This design comes from an exercise in tuning for small area and a short achievable clock period on the open sky130 flow, not from production work. In this exercise RTL edits were held to simulation tests only and were not proved equivalent to the original.

**flow/config.mk**
```make
export PLATFORM = sky130hd
export DESIGN_NAME = crc_unit
export DESIGN_NICKNAME = crc_unit
export VERILOG_FILES = /design/flow/design.v
export SDC_FILE = /design/flow/constraint.sdc
export NUM_CORES = 4
export LEC_CHECK = 0
export CAP_MARGIN = 20
export CORE_MARGIN = 2
export CORE_UTILIZATION = 40
export PLACE_DENSITY = 0.6
export SLEW_MARGIN = 20
export SYNTH_HIERARCHICAL = 1
export SYNTH_MINIMUM_KEEP_SIZE = 0
```
**flow/constraint.sdc**
```tcl
create_clock -name core_clock -period 15.0 [get_ports {m}]
set_input_delay 3.0000 -clock core_clock [delete_from_list [all_inputs] [get_ports {m}]]
set_output_delay 3.0000 -clock core_clock [all_outputs]
set_load 0.01 [all_outputs]
```
**flow/design.v**
```verilog
package crc_reg_pkg;
  typedef logic [1:0] reg_addr_t;
  typedef enum logic [1:0]
  {
    ORDER_NONE          = 2'd0,    
    ORDER_BITS_IN_BYTES = 2'd1,    
    ORDER_ALL_BITS      = 2'd2,    
    ORDER_BYTES         = 2'd3     
  } transpose_t;
endpackage
package crc_data_pkg;
  typedef logic [32-1:0] crc_word_t;
  typedef logic [32-1:0] crc_state_t;
  typedef logic crc_width_t;
endpackage
module crc_sel4
(
  input  logic [3:0]  s,
  input  logic [3:0]  d,
  output logic        y
);
  assign y = (s[0] & d[0]) | (s[1] & d[1]) | (s[2] & d[2]) | (s[3] & d[3]);
endmodule
module crc_bit_order
(
  input  crc_data_pkg::crc_word_t  word_in,
  input  crc_reg_pkg::transpose_t  order,
  output crc_data_pkg::crc_word_t  word_out
);
  logic [3:0] sel;
  assign sel[0] = (order == crc_reg_pkg::ORDER_NONE);
  assign sel[1] = (order == crc_reg_pkg::ORDER_BITS_IN_BYTES);
  assign sel[2] = (order == crc_reg_pkg::ORDER_ALL_BITS);
  assign sel[3] = (order == crc_reg_pkg::ORDER_BYTES);
  for (genvar b = 0; b < 4; b++)
  begin : g_byte
    for (genvar i = 0; i < 8; i++)
    begin : g_bit
      crc_sel4 u_sel
      (
        .s (sel),
        .d ({word_in[8*(3 - b) + i],         
             word_in[31 - (8*b + i)],        
             word_in[8*b + 7 - i],           
             word_in[8*b + i]}),             
        .y (word_out[8*b + i])
      );
    end
  end
endmodule
module crc_regs
(
  input  logic                      m,
  input  logic                      reset,
  input  logic                      wr,
  input  logic                      rd,
  input  crc_reg_pkg::reg_addr_t    addr,
  input  crc_data_pkg::crc_word_t   wdata,
  input  crc_data_pkg::crc_word_t   read_word,     
  output crc_data_pkg::crc_word_t   rdata,
  output logic                      rdata_valid,
  output crc_data_pkg::crc_word_t   gpoly_q,       
  output crc_reg_pkg::transpose_t   ctrl_tot,
  output crc_reg_pkg::transpose_t   ctrl_totr,
  output logic                      ctrl_fxor,
  output logic                      ctrl_was,
  output crc_data_pkg::crc_width_t  ctrl_tcrc,
  output logic                      data_load,
  output logic                      seed_load
);
  localparam crc_data_pkg::crc_word_t GPOLY_RESET = 32'h0000_1021;
  logic                     data_wr;        
  crc_data_pkg::crc_word_t  ctrl_word;      
  crc_data_pkg::crc_word_t  read_mux;
  crc_data_pkg::crc_word_t  held;           
  crc_data_pkg::crc_word_t  unswapped;      
  logic                     width_flip;     
  assign data_wr   = wr && (addr == 2'd0);
  assign data_load = data_wr && !ctrl_was;
  assign seed_load = data_wr && ctrl_was;
  assign width_flip = (addr == 2'd2) && (wdata[24] != ctrl_tcrc);
  always_ff @(posedge m)
  begin
    if (reset)
    begin
      gpoly_q   <= {GPOLY_RESET[15:0], GPOLY_RESET[31:16]};    
      ctrl_tot  <= crc_reg_pkg::ORDER_NONE;
      ctrl_totr <= crc_reg_pkg::ORDER_NONE;
      ctrl_fxor <= 1'b0;
      ctrl_was  <= 1'b0;
      ctrl_tcrc <= 1'b0;
    end
    else if (wr)
    begin
      if (addr == 2'd1)
        gpoly_q <= ctrl_tcrc ? wdata : {wdata[15:0], wdata[31:16]};
      if (width_flip)
        gpoly_q <= {gpoly_q[15:0], gpoly_q[31:16]};
      if (addr == 2'd2)
      begin
        ctrl_tot  <= crc_reg_pkg::transpose_t'(wdata[31:30]);
        ctrl_totr <= crc_reg_pkg::transpose_t'(wdata[29:28]);
        ctrl_fxor <= wdata[26];
        ctrl_was  <= wdata[25];
        ctrl_tcrc <= wdata[24];    
      end
    end
  end
  assign held      = (addr == 2'd1) ? gpoly_q : read_word;
  assign unswapped = ctrl_tcrc ? held : {held[15:0], held[31:16]};
  always_comb
  begin
    ctrl_word                                = '0;
    ctrl_word[31:30]     = ctrl_tot;
    ctrl_word[29:28]   = ctrl_totr;
    ctrl_word[26]                 = ctrl_fxor;
    ctrl_word[25]                  = ctrl_was;
    ctrl_word[24]                 = ctrl_tcrc;
  end
  always_comb
  begin
    case (addr)
      2'd0:  read_mux = unswapped;
      2'd1: read_mux = unswapped;
      2'd2:  read_mux = ctrl_word;
      default:         read_mux = '0;        
    endcase
  end
  always_ff @(posedge m)
  begin
    if (reset)
    begin
      rdata       <= '0;
      rdata_valid <= 1'b0;
    end
    else
    begin
      rdata_valid <= rd;
      if (rd)
        rdata <= read_mux;                    
    end
  end
endmodule
module crc_ax
(
  input  logic  a,
  input  logic  c,
  input  logic  g,
  output logic  y
);
  assign y = a ^ (c & g);
endmodule
module crc_pp
(
  input  logic  c0,
  input  logic  g0,
  input  logic  c1,
  input  logic  g1,
  output logic  y
);
  assign y = (c0 & g0) ^ (c1 & g1);
endmodule
module crc_x2
(
  input  logic  a,
  input  logic  b,
  output logic  y
);
  assign y = a ^ b;
endmodule
module crc_gx_top
#(
  parameter int N = 8
)
(
  input  logic [N-1:0] poly,       
  output logic [N-1:0] d           
);
  always_comb
  begin
    logic [N-1:0] w;
    w = poly;
    for (int i = 0; i < N; i++)
    begin
      d[i] = w[N-1];
      w = {w[N-2:0], 1'b0} ^ (w[N-1] ? poly : '0);
    end
  end
endmodule
module crc_gx_pre
(
  input  logic [31:0]       p,
  input  logic [6:0]        d,
  output logic [7*32-1:32]   gx
);
  logic n1;
  logic n2;
  logic n3;
  logic n4;
  logic n5;
  logic n6;
  logic n7;
  logic n8;
  logic n9;
  logic n10;
  logic n11;
  logic n12;
  logic n13;
  logic n14;
  logic n15;
  logic n16;
  logic n17;
  logic n18;
  logic n19;
  logic n20;
  logic n21;
  logic n22;
  logic n23;
  logic n24;
  logic n25;
  logic n26;
  logic n27;
  logic n28;
  logic n29;
  logic n30;
  logic n31;
  logic n32;
  logic n33;
  logic n34;
  logic n35;
  logic n36;
  logic n37;
  logic n38;
  logic n39;
  logic n40;
  logic n41;
  logic n42;
  logic n43;
  logic n44;
  logic n45;
  logic n46;
  logic n47;
  logic n48;
  logic n49;
  logic n50;
  logic n51;
  logic n52;
  logic n53;
  logic n54;
  logic n55;
  logic n56;
  logic n57;
  logic n58;
  logic n59;
  logic n60;
  logic n61;
  logic n62;
  logic n63;
  logic n64;
  logic n65;
  logic n66;
  logic n67;
  logic n68;
  logic n69;
  logic n70;
  logic n71;
  logic n72;
  logic n73;
  logic n74;
  logic n75;
  logic n76;
  logic n77;
  logic n78;
  logic n79;
  logic n80;
  logic n81;
  logic n82;
  logic n83;
  logic n84;
  logic n85;
  logic n86;
  logic n87;
  logic n88;
  logic n89;
  logic n90;
  logic n91;
  logic n92;
  logic n93;
  logic n94;
  logic n95;
  logic n96;
  logic n97;
  logic n98;
  logic n99;
  logic n100;
  logic n101;
  logic n102;
  logic n103;
  logic n104;
  logic n105;
  logic n106;
  logic n107;
  logic n108;
  logic n109;
  logic n110;
  logic n111;
  logic n112;
  logic n113;
  logic n114;
  logic n115;
  logic n116;
  logic n117;
  logic n118;
  logic n119;
  logic n120;
  logic n121;
  logic n122;
  logic n123;
  logic n124;
  logic n125;
  logic n126;
  logic n127;
  logic n128;
  logic n129;
  logic n130;
  logic n131;
  logic n132;
  logic n133;
  logic n134;
  logic n135;
  logic n136;
  logic n137;
  logic n138;
  logic n139;
  logic n140;
  logic n141;
  logic n142;
  logic n143;
  logic n144;
  logic n145;
  logic n146;
  logic n147;
  logic n148;
  logic n149;
  logic n150;
  logic n151;
  logic n152;
  logic n153;
  logic n154;
  logic n155;
  logic n156;
  logic n157;
  logic n158;
  logic n159;
  logic n160;
  logic n161;
  logic n162;
  logic n163;
  logic n164;
  logic n165;
  logic n166;
  logic n167;
  logic n168;
  logic n169;
  logic n170;
  logic n171;
  logic n172;
  logic n173;
  logic n174;
  logic n175;
  logic n176;
  logic n177;
  logic n178;
  logic n179;
  logic n180;
  logic n181;
  logic n182;
  logic n183;
  logic n184;
  logic n185;
  logic n186;
  logic n187;
  logic n188;
  logic n189;
  logic n190;
  logic n191;
  logic n192;
  logic n193;
  logic n194;
  logic n195;
  logic n196;
  logic n197;
  logic n198;
  logic n199;
  logic n200;
  logic n201;
  logic n202;
  logic n203;
  logic n204;
  logic n205;
  logic n206;
  logic n207;
  logic n208;
  logic n209;
  logic n210;
  logic n211;
  logic n212;
  logic n213;
  logic n214;
  logic n215;
  logic n216;
  logic n217;
  logic n218;
  logic n219;
  logic n220;
  logic n221;
  logic n222;
  logic n223;
  logic n224;
  logic n225;
  logic n226;
  logic n227;
  logic n228;
  logic n229;
  logic n230;
  logic n231;
  logic n232;
  logic n233;
  logic n234;
  logic n235;
  logic n236;
  logic n237;
  logic n238;
  logic n239;
  logic n240;
  logic n241;
  logic n242;
  logic n243;
  logic n244;
  logic n245;
  logic n246;
  logic n247;
  logic n248;
  logic n249;
  logic n250;
  logic n251;
  logic n252;
  logic n253;
  logic n254;
  logic n255;
  logic n256;
  logic n257;
  logic n258;
  logic n259;
  logic n260;
  logic n261;
  logic n262;
  logic n263;
  logic n264;
  logic n265;
  logic n266;
  crc_pp u_n1 (.c0(d[4]), .g0(p[0]), .c1(d[5]), .g1(p[1]), .y(n1));
  crc_pp u_n2 (.c0(d[3]), .g0(p[0]), .c1(d[4]), .g1(p[1]), .y(n2));
  crc_ax u_n3 (.a(n2), .c(d[5]), .g(p[2]), .y(n3));
  crc_pp u_n4 (.c0(d[2]), .g0(p[0]), .c1(d[3]), .g1(p[1]), .y(n4));
  crc_pp u_n5 (.c0(d[3]), .g0(p[1]), .c1(d[4]), .g1(p[2]), .y(n5));
  crc_ax u_n6 (.a(n5), .c(d[2]), .g(p[0]), .y(n6));
  crc_ax u_n7 (.a(n5), .c(d[5]), .g(p[3]), .y(n7));
  crc_ax u_n8 (.a(n7), .c(d[2]), .g(p[0]), .y(n8));
  crc_pp u_n9 (.c0(d[1]), .g0(p[0]), .c1(d[2]), .g1(p[1]), .y(n9));
  crc_ax u_n10 (.a(n9), .c(d[3]), .g(p[2]), .y(n10));
  crc_pp u_n11 (.c0(d[3]), .g0(p[2]), .c1(d[4]), .g1(p[3]), .y(n11));
  crc_x2 u_n12 (.a(n9), .b(n11), .y(n12));
  crc_ax u_n13 (.a(n11), .c(d[5]), .g(p[4]), .y(n13));
  crc_x2 u_n14 (.a(n9), .b(n13), .y(n14));
  crc_pp u_n15 (.c0(d[0]), .g0(p[0]), .c1(d[1]), .g1(p[1]), .y(n15));
  crc_pp u_n16 (.c0(d[1]), .g0(p[1]), .c1(d[2]), .g1(p[2]), .y(n16));
  crc_ax u_n17 (.a(n16), .c(d[0]), .g(p[0]), .y(n17));
  crc_ax u_n18 (.a(n17), .c(d[3]), .g(p[3]), .y(n18));
  crc_pp u_n19 (.c0(d[3]), .g0(p[3]), .c1(d[4]), .g1(p[4]), .y(n19));
  crc_x2 u_n20 (.a(n17), .b(n19), .y(n20));
  crc_ax u_n21 (.a(n19), .c(d[5]), .g(p[5]), .y(n21));
  crc_x2 u_n22 (.a(n17), .b(n21), .y(n22));
  crc_ax u_n23 (.a(p[0]), .c(d[0]), .g(p[1]), .y(n23));
  crc_ax u_n24 (.a(n23), .c(d[1]), .g(p[2]), .y(n24));
  crc_pp u_n25 (.c0(d[1]), .g0(p[2]), .c1(d[2]), .g1(p[3]), .y(n25));
  crc_x2 u_n26 (.a(n23), .b(n25), .y(n26));
  crc_ax u_n27 (.a(n26), .c(d[3]), .g(p[4]), .y(n27));
  crc_pp u_n28 (.c0(d[3]), .g0(p[4]), .c1(d[4]), .g1(p[5]), .y(n28));
  crc_x2 u_n29 (.a(n26), .b(n28), .y(n29));
  crc_ax u_n30 (.a(n28), .c(d[5]), .g(p[6]), .y(n30));
  crc_x2 u_n31 (.a(n26), .b(n30), .y(n31));
  crc_ax u_n32 (.a(p[1]), .c(d[0]), .g(p[2]), .y(n32));
  crc_ax u_n33 (.a(n32), .c(d[1]), .g(p[3]), .y(n33));
  crc_pp u_n34 (.c0(d[1]), .g0(p[3]), .c1(d[2]), .g1(p[4]), .y(n34));
  crc_x2 u_n35 (.a(n32), .b(n34), .y(n35));
  crc_ax u_n36 (.a(n35), .c(d[3]), .g(p[5]), .y(n36));
  crc_pp u_n37 (.c0(d[3]), .g0(p[5]), .c1(d[4]), .g1(p[6]), .y(n37));
  crc_x2 u_n38 (.a(n35), .b(n37), .y(n38));
  crc_ax u_n39 (.a(n37), .c(d[5]), .g(p[7]), .y(n39));
  crc_x2 u_n40 (.a(n35), .b(n39), .y(n40));
  crc_ax u_n41 (.a(p[2]), .c(d[0]), .g(p[3]), .y(n41));
  crc_ax u_n42 (.a(n41), .c(d[1]), .g(p[4]), .y(n42));
  crc_pp u_n43 (.c0(d[1]), .g0(p[4]), .c1(d[2]), .g1(p[5]), .y(n43));
  crc_x2 u_n44 (.a(n41), .b(n43), .y(n44));
  crc_ax u_n45 (.a(n44), .c(d[3]), .g(p[6]), .y(n45));
  crc_pp u_n46 (.c0(d[3]), .g0(p[6]), .c1(d[4]), .g1(p[7]), .y(n46));
  crc_x2 u_n47 (.a(n44), .b(n46), .y(n47));
  crc_ax u_n48 (.a(n46), .c(d[5]), .g(p[8]), .y(n48));
  crc_x2 u_n49 (.a(n44), .b(n48), .y(n49));
  crc_ax u_n50 (.a(p[3]), .c(d[0]), .g(p[4]), .y(n50));
  crc_ax u_n51 (.a(n50), .c(d[1]), .g(p[5]), .y(n51));
  crc_pp u_n52 (.c0(d[1]), .g0(p[5]), .c1(d[2]), .g1(p[6]), .y(n52));
  crc_x2 u_n53 (.a(n50), .b(n52), .y(n53));
  crc_ax u_n54 (.a(n53), .c(d[3]), .g(p[7]), .y(n54));
  crc_pp u_n55 (.c0(d[3]), .g0(p[7]), .c1(d[4]), .g1(p[8]), .y(n55));
  crc_x2 u_n56 (.a(n53), .b(n55), .y(n56));
  crc_ax u_n57 (.a(n55), .c(d[5]), .g(p[9]), .y(n57));
  crc_x2 u_n58 (.a(n53), .b(n57), .y(n58));
  crc_ax u_n59 (.a(p[4]), .c(d[0]), .g(p[5]), .y(n59));
  crc_ax u_n60 (.a(n59), .c(d[1]), .g(p[6]), .y(n60));
  crc_pp u_n61 (.c0(d[1]), .g0(p[6]), .c1(d[2]), .g1(p[7]), .y(n61));
  crc_x2 u_n62 (.a(n59), .b(n61), .y(n62));
  crc_ax u_n63 (.a(n62), .c(d[3]), .g(p[8]), .y(n63));
  crc_pp u_n64 (.c0(d[3]), .g0(p[8]), .c1(d[4]), .g1(p[9]), .y(n64));
  crc_x2 u_n65 (.a(n62), .b(n64), .y(n65));
  crc_ax u_n66 (.a(n64), .c(d[5]), .g(p[10]), .y(n66));
  crc_x2 u_n67 (.a(n62), .b(n66), .y(n67));
  crc_ax u_n68 (.a(p[5]), .c(d[0]), .g(p[6]), .y(n68));
  crc_ax u_n69 (.a(n68), .c(d[1]), .g(p[7]), .y(n69));
  crc_pp u_n70 (.c0(d[1]), .g0(p[7]), .c1(d[2]), .g1(p[8]), .y(n70));
  crc_x2 u_n71 (.a(n68), .b(n70), .y(n71));
  crc_ax u_n72 (.a(n71), .c(d[3]), .g(p[9]), .y(n72));
  crc_pp u_n73 (.c0(d[3]), .g0(p[9]), .c1(d[4]), .g1(p[10]), .y(n73));
  crc_x2 u_n74 (.a(n71), .b(n73), .y(n74));
  crc_ax u_n75 (.a(n73), .c(d[5]), .g(p[11]), .y(n75));
  crc_x2 u_n76 (.a(n71), .b(n75), .y(n76));
  crc_ax u_n77 (.a(p[6]), .c(d[0]), .g(p[7]), .y(n77));
  crc_ax u_n78 (.a(n77), .c(d[1]), .g(p[8]), .y(n78));
  crc_pp u_n79 (.c0(d[1]), .g0(p[8]), .c1(d[2]), .g1(p[9]), .y(n79));
  crc_x2 u_n80 (.a(n77), .b(n79), .y(n80));
  crc_ax u_n81 (.a(n80), .c(d[3]), .g(p[10]), .y(n81));
  crc_pp u_n82 (.c0(d[3]), .g0(p[10]), .c1(d[4]), .g1(p[11]), .y(n82));
  crc_x2 u_n83 (.a(n80), .b(n82), .y(n83));
  crc_ax u_n84 (.a(n82), .c(d[5]), .g(p[12]), .y(n84));
  crc_x2 u_n85 (.a(n80), .b(n84), .y(n85));
  crc_ax u_n86 (.a(p[7]), .c(d[0]), .g(p[8]), .y(n86));
  crc_ax u_n87 (.a(n86), .c(d[1]), .g(p[9]), .y(n87));
  crc_pp u_n88 (.c0(d[1]), .g0(p[9]), .c1(d[2]), .g1(p[10]), .y(n88));
  crc_x2 u_n89 (.a(n86), .b(n88), .y(n89));
  crc_ax u_n90 (.a(n89), .c(d[3]), .g(p[11]), .y(n90));
  crc_pp u_n91 (.c0(d[3]), .g0(p[11]), .c1(d[4]), .g1(p[12]), .y(n91));
  crc_x2 u_n92 (.a(n89), .b(n91), .y(n92));
  crc_ax u_n93 (.a(n91), .c(d[5]), .g(p[13]), .y(n93));
  crc_x2 u_n94 (.a(n89), .b(n93), .y(n94));
  crc_ax u_n95 (.a(p[8]), .c(d[0]), .g(p[9]), .y(n95));
  crc_ax u_n96 (.a(n95), .c(d[1]), .g(p[10]), .y(n96));
  crc_pp u_n97 (.c0(d[1]), .g0(p[10]), .c1(d[2]), .g1(p[11]), .y(n97));
  crc_x2 u_n98 (.a(n95), .b(n97), .y(n98));
  crc_ax u_n99 (.a(n98), .c(d[3]), .g(p[12]), .y(n99));
  crc_pp u_n100 (.c0(d[3]), .g0(p[12]), .c1(d[4]), .g1(p[13]), .y(n100));
  crc_x2 u_n101 (.a(n98), .b(n100), .y(n101));
  crc_ax u_n102 (.a(n100), .c(d[5]), .g(p[14]), .y(n102));
  crc_x2 u_n103 (.a(n98), .b(n102), .y(n103));
  crc_ax u_n104 (.a(p[9]), .c(d[0]), .g(p[10]), .y(n104));
  crc_ax u_n105 (.a(n104), .c(d[1]), .g(p[11]), .y(n105));
  crc_pp u_n106 (.c0(d[1]), .g0(p[11]), .c1(d[2]), .g1(p[12]), .y(n106));
  crc_x2 u_n107 (.a(n104), .b(n106), .y(n107));
  crc_ax u_n108 (.a(n107), .c(d[3]), .g(p[13]), .y(n108));
  crc_pp u_n109 (.c0(d[3]), .g0(p[13]), .c1(d[4]), .g1(p[14]), .y(n109));
  crc_x2 u_n110 (.a(n107), .b(n109), .y(n110));
  crc_ax u_n111 (.a(n109), .c(d[5]), .g(p[15]), .y(n111));
  crc_x2 u_n112 (.a(n107), .b(n111), .y(n112));
  crc_ax u_n113 (.a(p[10]), .c(d[0]), .g(p[11]), .y(n113));
  crc_ax u_n114 (.a(n113), .c(d[1]), .g(p[12]), .y(n114));
  crc_pp u_n115 (.c0(d[1]), .g0(p[12]), .c1(d[2]), .g1(p[13]), .y(n115));
  crc_x2 u_n116 (.a(n113), .b(n115), .y(n116));
  crc_ax u_n117 (.a(n116), .c(d[3]), .g(p[14]), .y(n117));
  crc_pp u_n118 (.c0(d[3]), .g0(p[14]), .c1(d[4]), .g1(p[15]), .y(n118));
  crc_x2 u_n119 (.a(n116), .b(n118), .y(n119));
  crc_ax u_n120 (.a(n118), .c(d[5]), .g(p[16]), .y(n120));
  crc_x2 u_n121 (.a(n116), .b(n120), .y(n121));
  crc_ax u_n122 (.a(p[11]), .c(d[0]), .g(p[12]), .y(n122));
  crc_ax u_n123 (.a(n122), .c(d[1]), .g(p[13]), .y(n123));
  crc_pp u_n124 (.c0(d[1]), .g0(p[13]), .c1(d[2]), .g1(p[14]), .y(n124));
  crc_x2 u_n125 (.a(n122), .b(n124), .y(n125));
  crc_ax u_n126 (.a(n125), .c(d[3]), .g(p[15]), .y(n126));
  crc_pp u_n127 (.c0(d[3]), .g0(p[15]), .c1(d[4]), .g1(p[16]), .y(n127));
  crc_x2 u_n128 (.a(n125), .b(n127), .y(n128));
  crc_ax u_n129 (.a(n127), .c(d[5]), .g(p[17]), .y(n129));
  crc_x2 u_n130 (.a(n125), .b(n129), .y(n130));
  crc_ax u_n131 (.a(p[12]), .c(d[0]), .g(p[13]), .y(n131));
  crc_ax u_n132 (.a(n131), .c(d[1]), .g(p[14]), .y(n132));
  crc_pp u_n133 (.c0(d[1]), .g0(p[14]), .c1(d[2]), .g1(p[15]), .y(n133));
  crc_x2 u_n134 (.a(n131), .b(n133), .y(n134));
  crc_ax u_n135 (.a(n134), .c(d[3]), .g(p[16]), .y(n135));
  crc_pp u_n136 (.c0(d[3]), .g0(p[16]), .c1(d[4]), .g1(p[17]), .y(n136));
  crc_x2 u_n137 (.a(n134), .b(n136), .y(n137));
  crc_ax u_n138 (.a(n136), .c(d[5]), .g(p[18]), .y(n138));
  crc_x2 u_n139 (.a(n134), .b(n138), .y(n139));
  crc_ax u_n140 (.a(p[13]), .c(d[0]), .g(p[14]), .y(n140));
  crc_ax u_n141 (.a(n140), .c(d[1]), .g(p[15]), .y(n141));
  crc_pp u_n142 (.c0(d[1]), .g0(p[15]), .c1(d[2]), .g1(p[16]), .y(n142));
  crc_x2 u_n143 (.a(n140), .b(n142), .y(n143));
  crc_ax u_n144 (.a(n143), .c(d[3]), .g(p[17]), .y(n144));
  crc_pp u_n145 (.c0(d[3]), .g0(p[17]), .c1(d[4]), .g1(p[18]), .y(n145));
  crc_x2 u_n146 (.a(n143), .b(n145), .y(n146));
  crc_ax u_n147 (.a(n145), .c(d[5]), .g(p[19]), .y(n147));
  crc_x2 u_n148 (.a(n143), .b(n147), .y(n148));
  crc_ax u_n149 (.a(p[14]), .c(d[0]), .g(p[15]), .y(n149));
  crc_ax u_n150 (.a(n149), .c(d[1]), .g(p[16]), .y(n150));
  crc_pp u_n151 (.c0(d[1]), .g0(p[16]), .c1(d[2]), .g1(p[17]), .y(n151));
  crc_x2 u_n152 (.a(n149), .b(n151), .y(n152));
  crc_ax u_n153 (.a(n152), .c(d[3]), .g(p[18]), .y(n153));
  crc_pp u_n154 (.c0(d[3]), .g0(p[18]), .c1(d[4]), .g1(p[19]), .y(n154));
  crc_x2 u_n155 (.a(n152), .b(n154), .y(n155));
  crc_ax u_n156 (.a(n154), .c(d[5]), .g(p[20]), .y(n156));
  crc_x2 u_n157 (.a(n152), .b(n156), .y(n157));
  crc_ax u_n158 (.a(p[15]), .c(d[0]), .g(p[16]), .y(n158));
  crc_ax u_n159 (.a(n158), .c(d[1]), .g(p[17]), .y(n159));
  crc_pp u_n160 (.c0(d[1]), .g0(p[17]), .c1(d[2]), .g1(p[18]), .y(n160));
  crc_x2 u_n161 (.a(n158), .b(n160), .y(n161));
  crc_ax u_n162 (.a(n161), .c(d[3]), .g(p[19]), .y(n162));
  crc_pp u_n163 (.c0(d[3]), .g0(p[19]), .c1(d[4]), .g1(p[20]), .y(n163));
  crc_x2 u_n164 (.a(n161), .b(n163), .y(n164));
  crc_ax u_n165 (.a(n163), .c(d[5]), .g(p[21]), .y(n165));
  crc_x2 u_n166 (.a(n161), .b(n165), .y(n166));
  crc_ax u_n167 (.a(p[16]), .c(d[0]), .g(p[17]), .y(n167));
  crc_ax u_n168 (.a(n167), .c(d[1]), .g(p[18]), .y(n168));
  crc_pp u_n169 (.c0(d[1]), .g0(p[18]), .c1(d[2]), .g1(p[19]), .y(n169));
  crc_x2 u_n170 (.a(n167), .b(n169), .y(n170));
  crc_ax u_n171 (.a(n170), .c(d[3]), .g(p[20]), .y(n171));
  crc_pp u_n172 (.c0(d[3]), .g0(p[20]), .c1(d[4]), .g1(p[21]), .y(n172));
  crc_x2 u_n173 (.a(n170), .b(n172), .y(n173));
  crc_ax u_n174 (.a(n172), .c(d[5]), .g(p[22]), .y(n174));
  crc_x2 u_n175 (.a(n170), .b(n174), .y(n175));
  crc_ax u_n176 (.a(p[17]), .c(d[0]), .g(p[18]), .y(n176));
  crc_ax u_n177 (.a(n176), .c(d[1]), .g(p[19]), .y(n177));
  crc_pp u_n178 (.c0(d[1]), .g0(p[19]), .c1(d[2]), .g1(p[20]), .y(n178));
  crc_x2 u_n179 (.a(n176), .b(n178), .y(n179));
  crc_ax u_n180 (.a(n179), .c(d[3]), .g(p[21]), .y(n180));
  crc_pp u_n181 (.c0(d[3]), .g0(p[21]), .c1(d[4]), .g1(p[22]), .y(n181));
  crc_x2 u_n182 (.a(n179), .b(n181), .y(n182));
  crc_ax u_n183 (.a(n181), .c(d[5]), .g(p[23]), .y(n183));
  crc_x2 u_n184 (.a(n179), .b(n183), .y(n184));
  crc_ax u_n185 (.a(p[18]), .c(d[0]), .g(p[19]), .y(n185));
  crc_ax u_n186 (.a(n185), .c(d[1]), .g(p[20]), .y(n186));
  crc_pp u_n187 (.c0(d[1]), .g0(p[20]), .c1(d[2]), .g1(p[21]), .y(n187));
  crc_x2 u_n188 (.a(n185), .b(n187), .y(n188));
  crc_ax u_n189 (.a(n188), .c(d[3]), .g(p[22]), .y(n189));
  crc_pp u_n190 (.c0(d[3]), .g0(p[22]), .c1(d[4]), .g1(p[23]), .y(n190));
  crc_x2 u_n191 (.a(n188), .b(n190), .y(n191));
  crc_ax u_n192 (.a(n190), .c(d[5]), .g(p[24]), .y(n192));
  crc_x2 u_n193 (.a(n188), .b(n192), .y(n193));
  crc_ax u_n194 (.a(p[19]), .c(d[0]), .g(p[20]), .y(n194));
  crc_ax u_n195 (.a(n194), .c(d[1]), .g(p[21]), .y(n195));
  crc_pp u_n196 (.c0(d[1]), .g0(p[21]), .c1(d[2]), .g1(p[22]), .y(n196));
  crc_x2 u_n197 (.a(n194), .b(n196), .y(n197));
  crc_ax u_n198 (.a(n197), .c(d[3]), .g(p[23]), .y(n198));
  crc_pp u_n199 (.c0(d[3]), .g0(p[23]), .c1(d[4]), .g1(p[24]), .y(n199));
  crc_x2 u_n200 (.a(n197), .b(n199), .y(n200));
  crc_ax u_n201 (.a(n199), .c(d[5]), .g(p[25]), .y(n201));
  crc_x2 u_n202 (.a(n197), .b(n201), .y(n202));
  crc_ax u_n203 (.a(p[20]), .c(d[0]), .g(p[21]), .y(n203));
  crc_ax u_n204 (.a(n203), .c(d[1]), .g(p[22]), .y(n204));
  crc_pp u_n205 (.c0(d[1]), .g0(p[22]), .c1(d[2]), .g1(p[23]), .y(n205));
  crc_x2 u_n206 (.a(n203), .b(n205), .y(n206));
  crc_ax u_n207 (.a(n206), .c(d[3]), .g(p[24]), .y(n207));
  crc_pp u_n208 (.c0(d[3]), .g0(p[24]), .c1(d[4]), .g1(p[25]), .y(n208));
  crc_x2 u_n209 (.a(n206), .b(n208), .y(n209));
  crc_ax u_n210 (.a(n208), .c(d[5]), .g(p[26]), .y(n210));
  crc_x2 u_n211 (.a(n206), .b(n210), .y(n211));
  crc_ax u_n212 (.a(p[21]), .c(d[0]), .g(p[22]), .y(n212));
  crc_ax u_n213 (.a(n212), .c(d[1]), .g(p[23]), .y(n213));
  crc_pp u_n214 (.c0(d[1]), .g0(p[23]), .c1(d[2]), .g1(p[24]), .y(n214));
  crc_x2 u_n215 (.a(n212), .b(n214), .y(n215));
  crc_ax u_n216 (.a(n215), .c(d[3]), .g(p[25]), .y(n216));
  crc_pp u_n217 (.c0(d[3]), .g0(p[25]), .c1(d[4]), .g1(p[26]), .y(n217));
  crc_x2 u_n218 (.a(n215), .b(n217), .y(n218));
  crc_ax u_n219 (.a(n217), .c(d[5]), .g(p[27]), .y(n219));
  crc_x2 u_n220 (.a(n215), .b(n219), .y(n220));
  crc_ax u_n221 (.a(p[22]), .c(d[0]), .g(p[23]), .y(n221));
  crc_ax u_n222 (.a(n221), .c(d[1]), .g(p[24]), .y(n222));
  crc_pp u_n223 (.c0(d[1]), .g0(p[24]), .c1(d[2]), .g1(p[25]), .y(n223));
  crc_x2 u_n224 (.a(n221), .b(n223), .y(n224));
  crc_ax u_n225 (.a(n224), .c(d[3]), .g(p[26]), .y(n225));
  crc_pp u_n226 (.c0(d[3]), .g0(p[26]), .c1(d[4]), .g1(p[27]), .y(n226));
  crc_x2 u_n227 (.a(n224), .b(n226), .y(n227));
  crc_ax u_n228 (.a(n226), .c(d[5]), .g(p[28]), .y(n228));
  crc_x2 u_n229 (.a(n224), .b(n228), .y(n229));
  crc_ax u_n230 (.a(p[23]), .c(d[0]), .g(p[24]), .y(n230));
  crc_ax u_n231 (.a(n230), .c(d[1]), .g(p[25]), .y(n231));
  crc_pp u_n232 (.c0(d[1]), .g0(p[25]), .c1(d[2]), .g1(p[26]), .y(n232));
  crc_x2 u_n233 (.a(n230), .b(n232), .y(n233));
  crc_ax u_n234 (.a(n233), .c(d[3]), .g(p[27]), .y(n234));
  crc_pp u_n235 (.c0(d[3]), .g0(p[27]), .c1(d[4]), .g1(p[28]), .y(n235));
  crc_x2 u_n236 (.a(n233), .b(n235), .y(n236));
  crc_ax u_n237 (.a(n235), .c(d[5]), .g(p[29]), .y(n237));
  crc_x2 u_n238 (.a(n233), .b(n237), .y(n238));
  crc_ax u_n239 (.a(p[24]), .c(d[0]), .g(p[25]), .y(n239));
  crc_ax u_n240 (.a(n239), .c(d[1]), .g(p[26]), .y(n240));
  crc_pp u_n241 (.c0(d[1]), .g0(p[26]), .c1(d[2]), .g1(p[27]), .y(n241));
  crc_x2 u_n242 (.a(n239), .b(n241), .y(n242));
  crc_ax u_n243 (.a(n242), .c(d[3]), .g(p[28]), .y(n243));
  crc_pp u_n244 (.c0(d[3]), .g0(p[28]), .c1(d[4]), .g1(p[29]), .y(n244));
  crc_x2 u_n245 (.a(n242), .b(n244), .y(n245));
  crc_ax u_n246 (.a(n244), .c(d[5]), .g(p[30]), .y(n246));
  crc_x2 u_n247 (.a(n242), .b(n246), .y(n247));
  crc_ax u_n248 (.a(p[25]), .c(d[0]), .g(p[26]), .y(n248));
  crc_ax u_n249 (.a(n248), .c(d[1]), .g(p[27]), .y(n249));
  crc_pp u_n250 (.c0(d[1]), .g0(p[27]), .c1(d[2]), .g1(p[28]), .y(n250));
  crc_x2 u_n251 (.a(n248), .b(n250), .y(n251));
  crc_ax u_n252 (.a(n251), .c(d[3]), .g(p[29]), .y(n252));
  crc_pp u_n253 (.c0(d[3]), .g0(p[29]), .c1(d[4]), .g1(p[30]), .y(n253));
  crc_x2 u_n254 (.a(n251), .b(n253), .y(n254));
  crc_ax u_n255 (.a(p[26]), .c(d[0]), .g(p[27]), .y(n255));
  crc_ax u_n256 (.a(n255), .c(d[1]), .g(p[28]), .y(n256));
  crc_pp u_n257 (.c0(d[1]), .g0(p[28]), .c1(d[2]), .g1(p[29]), .y(n257));
  crc_x2 u_n258 (.a(n255), .b(n257), .y(n258));
  crc_ax u_n259 (.a(n258), .c(d[3]), .g(p[30]), .y(n259));
  crc_ax u_n260 (.a(p[27]), .c(d[0]), .g(p[28]), .y(n260));
  crc_ax u_n261 (.a(n260), .c(d[1]), .g(p[29]), .y(n261));
  crc_pp u_n262 (.c0(d[1]), .g0(p[29]), .c1(d[2]), .g1(p[30]), .y(n262));
  crc_x2 u_n263 (.a(n260), .b(n262), .y(n263));
  crc_ax u_n264 (.a(p[28]), .c(d[0]), .g(p[29]), .y(n264));
  crc_ax u_n265 (.a(n264), .c(d[1]), .g(p[30]), .y(n265));
  crc_ax u_n266 (.a(p[29]), .c(d[0]), .g(p[30]), .y(n266));
  assign gx[192] = (d[5] & p[0]);
  assign gx[160] = (d[4] & p[0]);
  assign gx[193] = n1;
  assign gx[128] = (d[3] & p[0]);
  assign gx[161] = n2;
  assign gx[194] = n3;
  assign gx[96] = (d[2] & p[0]);
  assign gx[129] = n4;
  assign gx[162] = n6;
  assign gx[195] = n8;
  assign gx[64] = (d[1] & p[0]);
  assign gx[97] = n9;
  assign gx[130] = n10;
  assign gx[163] = n12;
  assign gx[196] = n14;
  assign gx[32] = (d[0] & p[0]);
  assign gx[65] = n15;
  assign gx[98] = n17;
  assign gx[131] = n18;
  assign gx[164] = n20;
  assign gx[197] = n22;
  assign gx[33] = n23;
  assign gx[66] = n24;
  assign gx[99] = n26;
  assign gx[132] = n27;
  assign gx[165] = n29;
  assign gx[198] = n31;
  assign gx[34] = n32;
  assign gx[67] = n33;
  assign gx[100] = n35;
  assign gx[133] = n36;
  assign gx[166] = n38;
  assign gx[199] = n40;
  assign gx[35] = n41;
  assign gx[68] = n42;
  assign gx[101] = n44;
  assign gx[134] = n45;
  assign gx[167] = n47;
  assign gx[200] = n49;
  assign gx[36] = n50;
  assign gx[69] = n51;
  assign gx[102] = n53;
  assign gx[135] = n54;
  assign gx[168] = n56;
  assign gx[201] = n58;
  assign gx[37] = n59;
  assign gx[70] = n60;
  assign gx[103] = n62;
  assign gx[136] = n63;
  assign gx[169] = n65;
  assign gx[202] = n67;
  assign gx[38] = n68;
  assign gx[71] = n69;
  assign gx[104] = n71;
  assign gx[137] = n72;
  assign gx[170] = n74;
  assign gx[203] = n76;
  assign gx[39] = n77;
  assign gx[72] = n78;
  assign gx[105] = n80;
  assign gx[138] = n81;
  assign gx[171] = n83;
  assign gx[204] = n85;
  assign gx[40] = n86;
  assign gx[73] = n87;
  assign gx[106] = n89;
  assign gx[139] = n90;
  assign gx[172] = n92;
  assign gx[205] = n94;
  assign gx[41] = n95;
  assign gx[74] = n96;
  assign gx[107] = n98;
  assign gx[140] = n99;
  assign gx[173] = n101;
  assign gx[206] = n103;
  assign gx[42] = n104;
  assign gx[75] = n105;
  assign gx[108] = n107;
  assign gx[141] = n108;
  assign gx[174] = n110;
  assign gx[207] = n112;
  assign gx[43] = n113;
  assign gx[76] = n114;
  assign gx[109] = n116;
  assign gx[142] = n117;
  assign gx[175] = n119;
  assign gx[208] = n121;
  assign gx[44] = n122;
  assign gx[77] = n123;
  assign gx[110] = n125;
  assign gx[143] = n126;
  assign gx[176] = n128;
  assign gx[209] = n130;
  assign gx[45] = n131;
  assign gx[78] = n132;
  assign gx[111] = n134;
  assign gx[144] = n135;
  assign gx[177] = n137;
  assign gx[210] = n139;
  assign gx[46] = n140;
  assign gx[79] = n141;
  assign gx[112] = n143;
  assign gx[145] = n144;
  assign gx[178] = n146;
  assign gx[211] = n148;
  assign gx[47] = n149;
  assign gx[80] = n150;
  assign gx[113] = n152;
  assign gx[146] = n153;
  assign gx[179] = n155;
  assign gx[212] = n157;
  assign gx[48] = n158;
  assign gx[81] = n159;
  assign gx[114] = n161;
  assign gx[147] = n162;
  assign gx[180] = n164;
  assign gx[213] = n166;
  assign gx[49] = n167;
  assign gx[82] = n168;
  assign gx[115] = n170;
  assign gx[148] = n171;
  assign gx[181] = n173;
  assign gx[214] = n175;
  assign gx[50] = n176;
  assign gx[83] = n177;
  assign gx[116] = n179;
  assign gx[149] = n180;
  assign gx[182] = n182;
  assign gx[215] = n184;
  assign gx[51] = n185;
  assign gx[84] = n186;
  assign gx[117] = n188;
  assign gx[150] = n189;
  assign gx[183] = n191;
  assign gx[216] = n193;
  assign gx[52] = n194;
  assign gx[85] = n195;
  assign gx[118] = n197;
  assign gx[151] = n198;
  assign gx[184] = n200;
  assign gx[217] = n202;
  assign gx[53] = n203;
  assign gx[86] = n204;
  assign gx[119] = n206;
  assign gx[152] = n207;
  assign gx[185] = n209;
  assign gx[218] = n211;
  assign gx[54] = n212;
  assign gx[87] = n213;
  assign gx[120] = n215;
  assign gx[153] = n216;
  assign gx[186] = n218;
  assign gx[219] = n220;
  assign gx[55] = n221;
  assign gx[88] = n222;
  assign gx[121] = n224;
  assign gx[154] = n225;
  assign gx[187] = n227;
  assign gx[220] = n229;
  assign gx[56] = n230;
  assign gx[89] = n231;
  assign gx[122] = n233;
  assign gx[155] = n234;
  assign gx[188] = n236;
  assign gx[221] = n238;
  assign gx[57] = n239;
  assign gx[90] = n240;
  assign gx[123] = n242;
  assign gx[156] = n243;
  assign gx[189] = n245;
  assign gx[222] = n247;
  assign gx[58] = n248;
  assign gx[91] = n249;
  assign gx[124] = n251;
  assign gx[157] = n252;
  assign gx[190] = n254;
  assign gx[59] = n255;
  assign gx[92] = n256;
  assign gx[125] = n258;
  assign gx[158] = n259;
  assign gx[60] = n260;
  assign gx[93] = n261;
  assign gx[126] = n263;
  assign gx[61] = n264;
  assign gx[94] = n265;
  assign gx[62] = n266;
  assign gx[63] = d[1];
  assign gx[95] = d[2];
  assign gx[127] = d[3];
  assign gx[159] = d[4];
  assign gx[191] = d[5];
  assign gx[223] = d[6];
endmodule
module crc_stage
#(
  parameter int           R    = 1,
  parameter logic [31:0]  INJ  = 32'h0,
  parameter logic [31:0]  POST = 32'h0
)
(
  input  logic [31:0]     acc_in,
  input  logic [R*32-1:0] gx,
  input  logic [31:0]     inj,
  output logic [31:0]     acc_out
);
  localparam int NP = R / 2;                   
  localparam int NL = NP + ((R % 2) ? 1 : 0);  
  logic [R-1:0] c;
  for (genvar i = 0; i < R; i++)
  begin : g_c
    assign c[i] = acc_in[31 - i];    
  end
  for (genvar j = 0; j < 32; j++)
  begin : g_bit
    localparam bit PRE    = INJ[j] && !POST[j];
    localparam bit HAS_SH = (j >= R) || PRE;
    localparam int NLEAF  = NL + ((HAS_SH && !(R % 2)) ? 1 : 0);
    logic              sh;           
    logic [NLEAF-1:0]  leaf;
    logic              sum;
    if (j < R)
    begin : g_nosh
      if (PRE)
        assign sh = inj[j];
      else
        assign sh = 1'b0;
    end
    else
    begin : g_sh
      if (PRE)
        crc_x2 u_inj (.a(acc_in[j-R]), .b(inj[j]), .y(sh));
      else
        assign sh = acc_in[j-R];
    end
    for (genvar k = 0; k < NP; k++)
    begin : g_pp
      crc_pp u_pp (.c0(c[2*k]),   .g0(gx[(R - 1 - 2*k) * 32 + j]),
                   .c1(c[2*k+1]), .g1(gx[(R - 2 - 2*k) * 32 + j]),
                   .y(leaf[k]));
    end
    if (R % 2)
    begin : g_odd
      if (HAS_SH)
        crc_ax u_ax (.a(sh), .c(c[R-1]), .g(gx[j]), .y(leaf[NP]));
      else
        assign leaf[NP] = c[R-1] & gx[j];
    end
    else if (HAS_SH)
    begin : g_even
      assign leaf[NP] = sh;
    end
    crc_xtree #(.N(NLEAF)) u_tree (.x(leaf), .y(sum));
    if (POST[j])
      crc_x2 u_post (.a(sum), .b(inj[j]), .y(acc_out[j]));
    else
      assign acc_out[j] = sum;
  end
endmodule
module crc_xtree
#(
  parameter int N = 1
)
(
  input  logic [N-1:0] x,
  output logic         y
);
  if (N == 1)
  begin : g_one
    assign y = x[0];
  end
  else if (N == 2)
  begin : g_two
    crc_x2 u_x (.a(x[0]), .b(x[1]), .y(y));
  end
  else
  begin : g_split
    localparam int H = (N > 16) ? 16 : (N > 8) ? 8 : (N > 4) ? 4 : (N > 2) ? 2 : 1;
    logic ylo, yhi;
    crc_xtree #(.N(H))     u_lo (.x(x[H-1:0]), .y(ylo));
    crc_xtree #(.N(N - H)) u_hi (.x(x[N-1:H]), .y(yhi));
    crc_x2 u_x (.a(ylo), .b(yhi), .y(y));
  end
endmodule
module crc_engine
(
  input  logic                      m,
  input  logic                      reset,
  input  crc_data_pkg::crc_word_t   order_word,    
  input  crc_data_pkg::crc_word_t   gpoly,         
  input  crc_data_pkg::crc_width_t  width,
  input  logic                      data_load,
  input  logic                      seed_load,
  input  logic                      width_flip,    
  output crc_data_pkg::crc_state_t  rem            
);
  logic [7*32-1:0]           gx;        
  logic [6:0]               d;         
  logic [31:0]               acc [7];   
  logic [15:0]               late;      
  logic [31:0]               inj2;
  logic [31:0]               inj3;
  logic [31:0]               inj4;
  logic [31:0]               inj_last;
  crc_data_pkg::crc_state_t  fold;
  crc_data_pkg::crc_state_t  seed;
  assign gx[31:0] = {gpoly[31:16], gpoly[15:0] & {16{width}}};
  crc_gx_top #(.N(7)) u_top
  (
    .poly (gx[31:25]),
    .d    (d)
  );
  crc_gx_pre u_pre
  (
    .p  (gx[31:0]),
    .d  (d),
    .gx (gx[7*32-1:32])
  );
  assign acc[0]   = {rem[31:16], rem[15:0] & {16{width}}};
  assign late     = width ? 16'h0000 : order_word[31:16];
  assign inj_last = width ? order_word : {order_word[15:0], 16'h0000};
  always_comb
  begin
    inj2 = 32'h0;
    inj2[26] = late[15];
    inj2[25] = late[14];
  end
  always_comb
  begin
    inj3 = 32'h0;
    inj3[31] = late[13];
    inj3[30] = late[12];
    inj3[29] = late[11];
    inj3[28] = late[10];
    inj3[27] = late[9];
    inj3[26] = late[8];
    inj3[25] = late[7];
  end
  always_comb
  begin
    inj4 = 32'h0;
    inj4[31] = late[6];
    inj4[30] = late[5];
    inj4[29] = late[4];
    inj4[28] = late[3];
    inj4[27] = late[2];
    inj4[26] = late[1];
    inj4[25] = late[0];
  end
  crc_stage #(.R(1), .INJ(32'h00000000), .POST(32'h00000000)) u_st0
    (.acc_in(acc[0]), .gx(gx[0 +: 32]), .inj(32'h0), .acc_out(acc[1]));
  crc_stage #(.R(3), .INJ(32'h00000000), .POST(32'h00000000)) u_st1
    (.acc_in(acc[1]), .gx(gx[0 +: 96]), .inj(32'h0), .acc_out(acc[2]));
  crc_stage #(.R(7), .INJ(32'h06000000), .POST(32'h06000000)) u_st2
    (.acc_in(acc[2]), .gx(gx[0 +: 224]), .inj(inj2), .acc_out(acc[3]));
  crc_stage #(.R(7), .INJ(32'hFE000000), .POST(32'h00000000)) u_st3
    (.acc_in(acc[3]), .gx(gx[0 +: 224]), .inj(inj3), .acc_out(acc[4]));
  crc_stage #(.R(7), .INJ(32'hFE000000), .POST(32'h00000000)) u_st4
    (.acc_in(acc[4]), .gx(gx[0 +: 224]), .inj(inj4), .acc_out(acc[5]));
  crc_stage #(.R(7), .INJ(32'hFFFFFFFF), .POST(32'h00000000)) u_st5
    (.acc_in(acc[5]), .gx(gx[0 +: 224]), .inj(inj_last), .acc_out(acc[6]));
  assign fold = {acc[6][31:16], acc[6][15:0] & {16{width}}};
  assign seed = inj_last;
  always_ff @(posedge m)
  begin
    if (reset)
      rem <= 32'hFFFF_FFFF;
    else if (seed_load)
      rem <= seed;
    else if (data_load)
      rem <= fold;
    else if (width_flip)
      rem <= {rem[15:0], rem[31:16]};
  end
endmodule
module crc_readout
(
  input  crc_data_pkg::crc_state_t  rem,           
  input  crc_data_pkg::crc_width_t  width,
  input  logic                      fxor,
  input  crc_reg_pkg::transpose_t   order,
  output crc_data_pkg::crc_word_t   read_word
);
  crc_data_pkg::crc_word_t  inv_mask;    
  crc_data_pkg::crc_word_t  inv_word;
  assign inv_mask = width ? 32'hFFFF_FFFF : 32'hFFFF_0000;
  assign inv_word = fxor ? (rem ^ inv_mask) : rem;
  crc_bit_order u_read_order
  (
    .word_in  (inv_word),
    .order    (order),
    .word_out (read_word)
  );
endmodule
module crc_unit
(
  input  logic                     m,
  input  logic                     reset,
  input  logic                     wr,            
  input  logic                     rd,            
  input  crc_reg_pkg::reg_addr_t   addr,
  input  crc_data_pkg::crc_word_t  wdata,
  output crc_data_pkg::crc_word_t  rdata,
  output logic                     rdata_valid
);
  crc_data_pkg::crc_word_t   gpoly;
  crc_reg_pkg::transpose_t   ctrl_tot;
  crc_reg_pkg::transpose_t   ctrl_totr;
  logic                      ctrl_fxor;
  logic                      ctrl_was;
  crc_data_pkg::crc_width_t  ctrl_tcrc;
  logic                      data_load;
  logic                      seed_load;
  logic                      width_flip;    
  crc_data_pkg::crc_word_t   order_word;    
  crc_data_pkg::crc_state_t  rem;           
  crc_data_pkg::crc_word_t   read_word;     
  crc_regs u_regs
  (
    .m           (m),
    .reset       (reset),
    .wr          (wr),
    .rd          (rd),
    .addr        (addr),
    .wdata       (wdata),
    .read_word   (read_word),
    .rdata       (rdata),
    .rdata_valid (rdata_valid),
    .gpoly_q     (gpoly),
    .ctrl_tot    (ctrl_tot),
    .ctrl_totr   (ctrl_totr),
    .ctrl_fxor   (ctrl_fxor),
    .ctrl_was    (ctrl_was),
    .ctrl_tcrc   (ctrl_tcrc),
    .data_load   (data_load),
    .seed_load   (seed_load)
  );
  assign width_flip = wr && (addr == 2'd2) && (wdata[24] != ctrl_tcrc);
  crc_bit_order u_write_order
  (
    .word_in  (wdata),
    .order    (ctrl_tot),
    .word_out (order_word)
  );
  crc_engine u_engine
  (
    .m          (m),
    .reset      (reset),
    .order_word (order_word),
    .gpoly      (gpoly),
    .width      (ctrl_tcrc),
    .data_load  (data_load),
    .seed_load  (seed_load),
    .width_flip (width_flip),
    .rem        (rem)
  );
  crc_readout u_readout
  (
    .rem       (rem),
    .width     (ctrl_tcrc),
    .fxor      (ctrl_fxor),
    .order     (ctrl_totr),
    .read_word (read_word)
  );
endmodule
```
**flow/flow/run.sh**
```bash
#!/bin/bash
# Standard layout, with timing repair aimed well below the clock period so
# that the achieved period shrinks; constraints are left as given.
set -o pipefail
cat standard.sh > standard_copy.log
cat config.mk > config_copy.log
export SETUP_SLACK_MARGIN=8.5
export TNS_END_PERCENT=20
bash standard.sh synth > synth.log 2>&1 || exit 1
bash standard.sh > finish.log 2>&1 || exit 1
```
**flow/standard.sh**
```bash
#!/bin/bash
# synth_recipe.tcl (not shown) runs the flow's synth.tcl, then flattens the netlist and writes it again
# the make line also repeats each setting of config.mk as NAME=value (left out here)
make -C /OpenROAD-flow-scripts/flow DESIGN_CONFIG=/design/flow/config.mk WORK_HOME=/design/flow/orfs CLKGATE_MAP_FILE= SYNTH_SCRIPT=/design/flow/synth_recipe.tcl "${@:-finish}"
```
==> results of run 1 <==
-- repair_timing --
item,CTS,global route
endpoints found under the setup margin,32,32
resized for setup,213,138
pin swaps,74,87
buffers inserted,61,47
endpoints found under the hold margin,0,0
hold buffers,0,0
gates cloned,15,11
-- state kept, by name, summed over array words and instances (netlist names) --
signal,cells
u_engine.rem,32
u_regs.gpoly_q,32
u_regs.rdata,32
u_regs.ctrl_tot,2
u_regs.ctrl_totr,2
u_regs.ctrl_fxor,1
u_regs.ctrl_tcrc,1
u_regs.ctrl_was,1
u_regs.rdata_valid,1
-- worst max-delay path: cells and delay by family (launching register included) --
family | cells | cell delay (ns)
xor gates and xnor gates | 18 | 5.17
and+or+nand+nor | 4 | 0.39
DFF | 1 | 0.44
buffers and inverters | 7 | 1.27
AOI/OAI and AO/OA | 1 | 0.22
muxes | 1 | 0.11
-- metal layers --
metal | vias up | GRT usage
met5 | - | 0
met2 | 2087 | 0.4504
met1 | 12920 | 0.4105
met4 | 4 | 0.2156
li1 | 11950 | -
met3 | 509 | 0.07962
-- path summary, 6_finish.rpt --
kind	endpoint	startpoint	cells after the start
worst min register to register	u_regs.rdata[10]$_SDFFE_PP0P_	u_regs.rdata[10]$_SDFFE_PP0P_	2
worst max-delay path	u_engine.rem[29]$_SDFFE_PP1P_	u_regs.gpoly_q[31]$_SDFFE_PP0P_	31
worst max register to register	u_engine.rem[29]$_SDFFE_PP1P_	u_regs.gpoly_q[31]$_SDFFE_PP0P_	31
worst min-delay path	u_regs.rdata[10]$_SDFFE_PP0P_	u_regs.rdata[10]$_SDFFE_PP0P_	2
-- final cells by class --
type	count	share of cell area
multi-input combinational	3428	0.7765
timing repair buffer	294	0.1106
sequential	104	0.06592
tap	940	0.03704
clock buffer	10	0.007211
clock inverter	6	0.001655
inverter	7	0.001024
-- through the flow --
stage / worst slack [ns] / hold WS, ns / instance area (sq um)
global placement: 5.437 / 0.4592 / 27780
global route: 7.269 / 0.4866 / 31750
finish: 7.298 / 0.4709 / 31750
floorplan: 7.489 / 0.4634 / 28580
CTS: 7.735 / 0.4720 / 30180
detailed placement: 5.315 / 0.4589 / 27800
==> impl_metrics.env, run 1 <==
export IMPL_grt_max_degree=67
export IMPL_final_common_cell="nand2_1"
export IMPL_vias=27460
export IMPL_cp_common_cell="xor2_1"
export IMPL_place_inst=4639
export IMPL_drv_slew=0
export IMPL_status="finished clean"
export IMPL_grt_util_all_layers=0.3141
export IMPL_required_ns=15.32
export IMPL_route_met2_wl_um=49840
export IMPL_area_growth_pct=12.50
export IMPL_cts_path_max_buffers=2
export IMPL_synth_net_count=4085
export IMPL_drc_errors=0
export IMPL_overflow=0
export IMPL_cap_violations=0
export IMPL_fin_util=0.4542
export IMPL_wl_per_cell_um=25.64
export IMPL_nNetsFinal=3885
export IMPL_initial_core_util=0.4038
export IMPL_finalCritPeriodShare=0.5134
export IMPL_max_slew_margin=0.2208
export IMPL_max_stage_delay_ns=0.86
export IMPL_grt_antenna_before_repair=3
export IMPL_syn_area_sq_um=28230
export IMPL_clk_pin_slew_ns=0.10
export IMPL_min_period_ns=7.702
export IMPL_ys_warn_count=11
export IMPL_dieArea_sq_um=72710
export IMPL_final_layout_size_suffix_gt1_frac=0.1582
export IMPL_multi_input_area_sq_um=24660
export IMPL_tritoncts="done"
export IMPL_die_h_um=269.6
export IMPL_gp_congestion=0.9942
export IMPL_drt_wl_total_um=122800
export IMPL_wl_met3_um=16240
export IMPL_setup_viol=0
export IMPL_coreArea_sq_um=69910
export IMPL_dr_pass1_iters=10
export IMPL_grt_first_pass_wirelength_um=171700
export IMPL_worst_setup_path_start_kind="flop"
export IMPL_instances_no_fill=4789
export IMPL_final_hold_violation_count=0
export IMPL_cts_root_buf="clkbuf_16"
export IMPL_regArea_sq_um=2093
export IMPL_numPortBuffers=70
export IMPL_syn_avg_cell_area_sq_um=6.980
export IMPL_arrival_ns=8.02
export IMPL_tns_ns=0
export IMPL_rows=97
export IMPL_worstMarginPinSlew_ns=1.167
export IMPL_die_w_um=269.6
export IMPL_highest_layer="met5"
export IMPL_clkSinkCount=104
export IMPL_final_cell_mix="nand2_1 (1339), xor2_1 (886), xnor2_1 (260)"
export IMPL_diodes=0
export IMPL_syn_instance_count=4044
export IMPL_cp_max_fo=27
export IMPL_hpwl_um=76850
export IMPL_worstHoldPathType="flop to flop"
export IMPL_nFillCells=6951
export IMPL_clkLatencyLatePin_ns=0.40
export IMPL_first_global_vias=24660
export IMPL_worst_r2r_setup_slack_ns=7.30
export IMPL_rsz0062_at_grt="yes"
export IMPL_viasPerCell=5.734
export IMPL_clock_skew_ns=0.02037
export IMPL_wl_met1_um=46600
export IMPL_cts_inserted_buffers=9
export IMPL_path_class="flop to flop"
export IMPL_drtAntennaViolNets=0
export IMPL_slowest_stage="xnor2_1"
export IMPL_htreeDepth=3
export IMPL_initialDrtViolationCount=4431
export IMPL_ios=71
export IMPL_endpoint_kind="flop"
export IMPL_clock_fmax_ghz=0.1298
==> inputs of run 2 (changes only) <==
--- a/flow/design.v
+++ b/flow/design.v
@@ -60,6 +60,7 @@
   output crc_data_pkg::crc_word_t   rdata,
   output logic                      rdata_valid,
   output crc_data_pkg::crc_word_t   gpoly_q,       
+  output crc_data_pkg::crc_word_t   gpoly_next,    
   output crc_reg_pkg::transpose_t   ctrl_tot,
   output crc_reg_pkg::transpose_t   ctrl_totr,
   output logic                      ctrl_fxor,
@@ -79,11 +80,25 @@
   assign data_load = data_wr && !ctrl_was;
   assign seed_load = data_wr && ctrl_was;
   assign width_flip = (addr == 2'd2) && (wdata[24] != ctrl_tcrc);
+  always_comb
+  begin
+    gpoly_next = gpoly_q;
+    if (reset)
+      gpoly_next = {GPOLY_RESET[15:0], GPOLY_RESET[31:16]};    
+    else if (wr)
+    begin
+      if (addr == 2'd1)
+        gpoly_next = ctrl_tcrc ? wdata : {wdata[15:0], wdata[31:16]};
+      if (width_flip)
+        gpoly_next = {gpoly_q[15:0], gpoly_q[31:16]};
+    end
+  end
+  always_ff @(posedge m)
+    gpoly_q <= gpoly_next;
   always_ff @(posedge m)
   begin
     if (reset)
     begin
-      gpoly_q   <= {GPOLY_RESET[15:0], GPOLY_RESET[31:16]};    
       ctrl_tot  <= crc_reg_pkg::ORDER_NONE;
       ctrl_totr <= crc_reg_pkg::ORDER_NONE;
       ctrl_fxor <= 1'b0;
@@ -92,10 +107,6 @@
     end
     else if (wr)
     begin
-      if (addr == 2'd1)
-        gpoly_q <= ctrl_tcrc ? wdata : {wdata[15:0], wdata[31:16]};
-      if (width_flip)
-        gpoly_q <= {gpoly_q[15:0], gpoly_q[31:16]};
       if (addr == 2'd2)
       begin
         ctrl_tot  <= crc_reg_pkg::transpose_t'(wdata[31:30]);
@@ -1014,6 +1025,7 @@
   input  logic                      reset,
   input  crc_data_pkg::crc_word_t   order_word,    
   input  crc_data_pkg::crc_word_t   gpoly,         
+  input  logic [31:25]               gpoly_top_next,   
   input  crc_data_pkg::crc_width_t  width,
   input  logic                      data_load,
   input  logic                      seed_load,
@@ -1031,11 +1043,16 @@
   crc_data_pkg::crc_state_t  fold;
   crc_data_pkg::crc_state_t  seed;
   assign gx[31:0] = {gpoly[31:16], gpoly[15:0] & {16{width}}};
+  logic [6:0]               d_next;
+  logic [6:1]               d_q;
   crc_gx_top #(.N(7)) u_top
   (
-    .poly (gx[31:25]),
-    .d    (d)
+    .poly (gpoly_top_next),
+    .d    (d_next)
   );
+  always_ff @(posedge m)
+    d_q <= d_next[6:1];
+  assign d = {d_q, gx[31]};
   crc_gx_pre u_pre
   (
     .p  (gx[31:0]),
@@ -1130,6 +1147,7 @@
   output logic                     rdata_valid
 );
   crc_data_pkg::crc_word_t   gpoly;
+  crc_data_pkg::crc_word_t   gpoly_next;    
   crc_reg_pkg::transpose_t   ctrl_tot;
   crc_reg_pkg::transpose_t   ctrl_totr;
   logic                      ctrl_fxor;
@@ -1153,6 +1171,7 @@
     .rdata       (rdata),
     .rdata_valid (rdata_valid),
     .gpoly_q     (gpoly),
+    .gpoly_next  (gpoly_next),
     .ctrl_tot    (ctrl_tot),
     .ctrl_totr   (ctrl_totr),
     .ctrl_fxor   (ctrl_fxor),
@@ -1174,6 +1193,7 @@
     .reset      (reset),
     .order_word (order_word),
     .gpoly      (gpoly),
+    .gpoly_top_next (gpoly_next[31:25]),
     .width      (ctrl_tcrc),
     .data_load  (data_load),
     .seed_load  (seed_load),
--- a/flow/flow/run.sh
+++ b/flow/flow/run.sh
@@ -6,5 +6,7 @@
 cat config.mk > config_copy.log
 export SETUP_SLACK_MARGIN=8.5
 export TNS_END_PERCENT=20
+# port buffers: the smallest plain buffer, resized later where timing needs it
+export BUFFER_PORTS_ARGS="-buffer_cell sky130_fd_sc_hd__buf_1"
 bash standard.sh synth > synth.log 2>&1 || exit 1
 bash standard.sh > finish.log 2>&1 || exit 1
==> run 2 against run 1 <==
Non-clock buffer count down 34; setup slack better by 0.48 ns.
==> impl_metrics.env, run 2 <==
export IMPL_initialDrtViolationCount=4162
export IMPL_gp_congestion=1.054
export IMPL_cts_root_buf="clkbuf_16"
export IMPL_holdPathEnd="u_regs.rdata[28]$_SDFFE_PP0P_"
export IMPL_worstMarginPinSlew_ns=1.087
export IMPL_nFillCells=7092
export IMPL_cp_max_fo=16
export IMPL_worstHoldPathType="flop to flop"
export IMPL_tritoncts="done"
export IMPL_worst_r2r_setup_slack_ns=7.84
export IMPL_clkLatencyLatePin_ns=0.39
export IMPL_endpoint_kind="flop"
export IMPL_grt_antenna_before_repair=5
export IMPL_ios=71
export IMPL_grt_util_all_layers=0.3072
export IMPL_cts_hold_buffers=0
export IMPL_dr_pass1_iters=7
export IMPL_tns_ns=0
export IMPL_r2r_end="u_engine.rem[30]$_SDFFE_PP1P_"
export IMPL_wl_met1_um=45800
export IMPL_slowest_stage="xor2_2"
export IMPL_status="finished clean"
export IMPL_route_met2_wl_um=49090
export IMPL_setup_viol=0
export IMPL_initial_core_util=0.4048
export IMPL_clock_skew_ns=0.01654
export IMPL_die_w_um=270.4
export IMPL_viasPerCell=5.760
export IMPL_nNetsFinal=3868
export IMPL_rsz0062_at_grt="yes"
export IMPL_dieArea_sq_um=73140
export IMPL_syn_area_sq_um=28390
export IMPL_required_ns=15.31
export IMPL_clk_pin_slew_ns=0.10
export IMPL_finalCritPeriodShare=0.4811
export IMPL_reg2reg_depth=28
export IMPL_max_slew_margin=0.2704
export IMPL_die_h_um=270.4
export IMPL_synth_net_count=4113
export IMPL_coreArea_sq_um=70150
export IMPL_reg_top3="u_engine.rem: 32 flops, u_regs.gpoly_q: 32 flops, u_regs.rdata: 32 flops"
export IMPL_syn_instance_count=4072
export IMPL_cts_path_max_buffers=2
export IMPL_cp_common_cell="xor2_1"
export IMPL_htreeDepth=3
export IMPL_drc_errors=0
export IMPL_vias=27510
export IMPL_highest_layer="met5"
export IMPL_area_growth_pct=7.914
export IMPL_numPortBuffers=70
export IMPL_grt_first_pass_wirelength_um=169000
export IMPL_final_common_cell="nand2_1"
export IMPL_rr_startpoint="u_regs.gpoly_q[21]$_DFF_P_"
export IMPL_rows=97
export IMPL_cap_violations=0
export IMPL_hpwl_um=77400
export IMPL_drv_slew=0
export IMPL_arrival_ns=7.53
export IMPL_wl_per_cell_um=25.05
export IMPL_drt_wl_total_um=119600
export IMPL_clkSinkCount=110
export IMPL_max_stage_delay_ns=0.41
export IMPL_worst_setup_path_start_kind="primary input"
export IMPL_final_hold_violation_count=0
export IMPL_worstPathCellList="buf_2 > a22oi_2 > nand2_2 > nor2b_4 > xor2_4 > buf_12 > nand2_1 > xnor2_1 > xor2_1 > xor2_2 > xor2_2 > xnor2_2 > xor2_2 > xor2_4 > buf_12 > clkbuf_16 > nand2_1 > xor2_1 > xor2_1 > xor2_1 > mux2i_1 > o21ai_0"
export IMPL_whs_path_depth=2
export IMPL_clock_fmax_ghz=0.1386
export IMPL_syn_avg_cell_area_sq_um=6.973
export IMPL_overflow=0
export IMPL_grt_max_degree=125
export IMPL_fin_util=0.4368
export IMPL_min_period_ns=7.217
export IMPL_first_global_vias=24580
export IMPL_drtAntennaViolNets=0
export IMPL_cts_inserted_buffers=9
export IMPL_final_cell_mix="nand2_1 (1364), xor2_1 (914), xnor2_1 (260)"
export IMPL_wl_met3_um=15710
export IMPL_worstHoldStart="u_regs.rdata[28]$_SDFFE_PP0P_"
export IMPL_ys_warn_count=11
export IMPL_final_layout_size_suffix_gt1_frac=0.1347
export IMPL_path_class="primary input to flop"
==> run 2: metal layers <==
layer  up-vias  track usage
li1      12030            -
met1     13010       0.4028
met2      1991       0.4488
met3       476      0.08224
met4         4       0.1823
met5         -            0
==> run 2: critical path: cells and delay by family <==
kind	cells	cell delay [ns]
AO/OA/AOI/OAI	2	0.28
XOR/XNOR	11	2.84
buffers and inverters	4	0.72
multiplexers	1	0.09
AND/OR/NAND/NOR	4	0.56
==> run 2: how the worst max path moves through the flow <==
stage	startpoint	end	slack [ns]
after floorplan	wdata[31]	u_engine.rem[10]$_SDFFE_PP1P_	8.31
after global placement	wdata[31]	u_engine.rem[19]$_SDFFE_PP1P_	6.06
after detailed placement	u_regs.gpoly_q[31]$_DFF_P_	u_engine.rem[15]$_SDFFE_PP1P_	6.02
after CTS	wdata[24]	u_engine.rem[8]$_SDFFE_PP1P_	8.02
after global routing	wdata[24]	u_engine.rem[30]$_SDFFE_PP1P_	7.69
final	wdata[1]	u_engine.rem[30]$_SDFFE_PP1P_	7.78
==> run 2: cell type report <==
type	instances	area, sq um	share of cell area
timing repair buffer	260	2590	0.08452
tap	940	1176	0.03838
multi-input combinational	3438	24290	0.7926
sequential	110	2220	0.07244
clock buffer	9	225.2	0.007350
clock inverter	7	105.1	0.003430
antenna	3	7.507	0.0002450
inverter	8	30.03	0.0009800
==> run 2: metrics by stage <==
| step | instance area, sq um | setup WS (ns) | hold WS (ns) | instances |
|---|---|---|---|---|
| after floorplan | 28570 | 8.313 | 0.4534 | 4072 |
| after global placement | 27600 | 6.061 | 0.4686 | 4673 |
| after detailed placement | 27600 | 6.017 | 0.4830 | 4673 |
| after CTS | 29480 | 8.024 | 0.4890 | 4726 |
| after global routing | 30640 | 7.685 | 0.5167 | 4773 |
| final | 30640 | 7.783 | 0.4921 | 4775 |
==> run 2: what timing repair did <==
item	in CTS	in global routing
hold endpoints to repair	0	0
gates resized for setup	192	107
pin swaps	36	37
setup endpoints to repair	35	35
gates cloned	7	9
buffers inserted	30	37

port drivers added, routing unchanged:
How much do the figures lean on ideal ports? The routed layouts below were timed once more, with nothing changed but the port constraints.
Step 1 sets driving cells, clkbuf_16 on the clock port and buf_2 on the other inputs (assumed; they add their load-dependent delay and slew).
Step 2 times the ports against the registers' clock, not the clock port: input delays grow and output delays shrink by t, the midpoint of the rising clock arrivals with the driver on.
a / b / c = no drivers / after step 1 / after step 2; a / b = the first two.
run | t (ns) | setup WS [ns] | worst setup path after step 2
run 1 | 0.440 | 7.298 / 7.298 / 6.971 | input to register
run 2 | 0.434 | 7.783 / 7.801 / 7.366 | input to register
After both steps every run listed still meets setup and hold. The setup slack of run 2, which loses most, moves by +0.018 ns with the drivers and by -0.417 ns with both steps.
